What follows belongs to an exercise in optimizing a design on an open flow for small area, a short achievable clock period and few clock cycles per item; a production flow would make more cautious choices.
At most, simulation tests tie the RTL to the original design; equivalence was not proved.
No activity file was given, so power comes from the tool's default toggle rates.

== run A ==
Design tx_zc_phase_gen, start of the top module:
module tx_zc_phase_gen #(
    parameter int NZC_W  = tx_zc_pkg::ZC_NZC_W_DEF,
    parameter int OUT_W  = tx_zc_pkg::ZC_OUT_W_DEF,
    parameter int INV_W  = tx_zc_pkg::ZC_INV_W_DEF,
    parameter int PH_W   = NZC_W + 5
) (
    input  logic             sys_clk,
    input  logic             rst,
    input  logic             start,
    input  logic             abort,
    input  logic [NZC_W-1:0] zc_N_zc,
    input  logic [NZC_W-1:0] zc_len,
    input  logic [NZC_W-1:0] zc_start_index,
    input  logic [PH_W-1:0]  zc_Q,
    input  logic [PH_W-1:0]  zc_P,
    input  logic [INV_W-1:0] zc_inv_T,
    input  logic             theta_ready,
    output logic             theta_valid,
    output logic [OUT_W-1:0] theta_data,
    output logic             theta_last,
    output logic             busy,
    output logic             cfg_err
);
    localparam logic [2:0] PH_Q2  = 3'd0,   
                           PH_E0  = 3'd1,   
                           PH_RUN = 3'd2,   
                           PH_W1  = 3'd3,   
                           PH_W2  = 3'd4,   
                           PH_END = 3'd5;   
    logic        r_busy, r_cfg_err;
    logic [2:0]  r_ph;
    logic        r_s1_valid, r_s1_last, r_out_valid, r_out_last;
    logic [11:0] r_out_data;
    logic [11:0] r_nzc;          
    logic [13:0] r_t3;           
    logic [16:0] r_q;            
    logic [16:0] r_p;            
    logic [17:0] r_inv;          
    logic [11:0] r_rem;          
    logic [11:0] r_skip;         
    logic [11:0]        r_mc;    
    logic               r_wrap;  
  ...
For scale: roughly 2,600 cells after synthesis, roughly 26,000 um2 of cells after synthesis.
make LEC_CHECK=0 CAP_MARGIN=20 CORE_MARGIN=2 CORE_UTILIZATION=40 SLEW_MARGIN=20 finish   # period 8.0 ns
run.sh (not shown) runs the stock make flow with config.mk's settings and CLKGATE_MAP_FILE= SYNTH_SCRIPT=/design/flow/synth_recipe.tcl, a recipe that flattens the netlist after the stock synthesis.
In run A the implementation ran to completion but is not tape-out ready, as the final checks report negative setup slack.
#### Input delta (run B over run A)
diff --git a/flow/config.mk b/flow/config.mk
--- a/flow/config.mk
+++ b/flow/config.mk
@@ -10,0 +11 @@
+export SETUP_SLACK_MARGIN = 4.6
Results
Complete run, failing final checks: run B, reason negative setup slack. Compared with run A, run B shows a lower first-pass detailed-route iteration total. | tightest slew margin relative to the limit | run B vs run A | 6.1 points lower |. Per the comparison of run B with run A, total negative slack lost 0.011 ns, power picked up an extra 0.66 mW.
No functional check of the RTL was part of any run of this note.

========
Another version of the RTL of tx_zc_phase_gen (not shown whole).
For scale: ~290 flip-flops, about 0.028 mm² of cells after synthesis.
Settings: LEC_CHECK=0, CAP_MARGIN=5, CORE_MARGIN=2, CORE_UTILIZATION=40, CTS_BUF_LIST=sky130_fd_sc_hd__clkbuf_8, CTS_CLUSTER_DIAMETER=70, CTS_CLUSTER_SIZE=28, SETUP_SLACK_MARGIN=4.5, SLEW_MARGIN=5, TNS_END_PERCENT=10; clock period 8.0 ns.
standard.sh (not shown) runs the stock make flow with config.mk's settings and CLKGATE_MAP_FILE= SYNTH_SCRIPT=/design/flow/synth_recipe.tcl, a recipe that flattens the netlist after the stock synthesis.
==> flow/flow/run.sh <==
#!/bin/bash
# The standard layout, with the ports buffered by buf_1 cells instead of the
# default choice of buffer cell.
set -euo pipefail
export BUFFER_PORTS_ARGS="-buffer_cell sky130_fd_sc_hd__buf_1"
bash standard.sh > standard.log 2>&1
The starting point finished with timing, DRC and antenna clean.
Testbench counts at the start, summed over its fixed seeds: cycles 47,060, items 46,621.
Rerun with:
CTS_CLUSTER_SIZE = 24   (was 28)
SETUP_SLACK_MARGIN = 4.6   (was 4.5)
Effect: Sequential cell count does not change. Global-route usage is about the same. Routed wire length rises slightly.
Rerun with:
CTS_CLUSTER_DIAMETER = 60   (was 70)
CTS_CLUSTER_SIZE = 20   (was 24)
GPL_ROUTABILITY_DRIVEN = 0   (was unset)
SETUP_SLACK_MARGIN = 4.5   (was 4.6)
=> The changed run produced a clean layout. Flip-flop and latch count is unchanged. Core utilization came out higher by 0.23 points. Design area came out higher slightly.
Rerun with:
CTS_CLUSTER_DIAMETER = 70   (was 60)
CTS_CLUSTER_SIZE = 24   (was 20)
GPL_ROUTABILITY_DRIVEN = unset   (was 0)
TNS_END_PERCENT = 20   (was 10)
The changed run went through all stages and came out clean; worst hold slack is about the same; routed wire length fell slightly; fmax rose slightly; global-route usage hardly moves.

what the ideal ports hide:
The flow's constraints put no driver on any port. The routed layouts listed below were extracted and timed again, unchanged, in two steps.
Step 1, drivers: a clkbuf_16 drives sys_clk and a buf_2 each remaining input, both assumed.
Step 2 adds t to the input delays and takes it off the output delays; t is the mean of the earliest and latest rising clock arrival at the registers after step 1. Input paths then give back, and output paths get back, about the clock's delay inside the block.
a / b / c = ideal / step 1 / step 2; a / b = the first two.
| run | t (ns) | slack for setup (ns) | clock arrival spread, ns | worst slew at a driven data input, ns |
|---|---|---|---|---|
| run A | 0.623 | -0.637 / -0.637 / -0.637 | 0.022 / 0.022 | 0.06 |
| run B | 0.610 | -0.565 / -0.565 / -0.565 | 0.026 / 0.026 | 0.08 |
| the first run of note 2 | 0.734 | 4.454 / 4.466 / 3.760 | 0.066 / 0.065 | 0.07 |
| the second run of note 2 | 0.733 | 4.454 / 4.455 / 3.759 | 0.071 / 0.070 | 0.07 |
| the third run of note 2 | 0.685 | 4.379 / 4.400 / 3.717 | 0.044 / 0.044 | 0.06 |
| the fourth run of note 2 | 0.732 | 4.442 / 4.467 / 3.749 | 0.069 / 0.069 | 0.07 |
For the second run of note 2, which loses most, drivers alone change the setup slack by +0.001 ns; drivers and shift together by -0.695 ns.
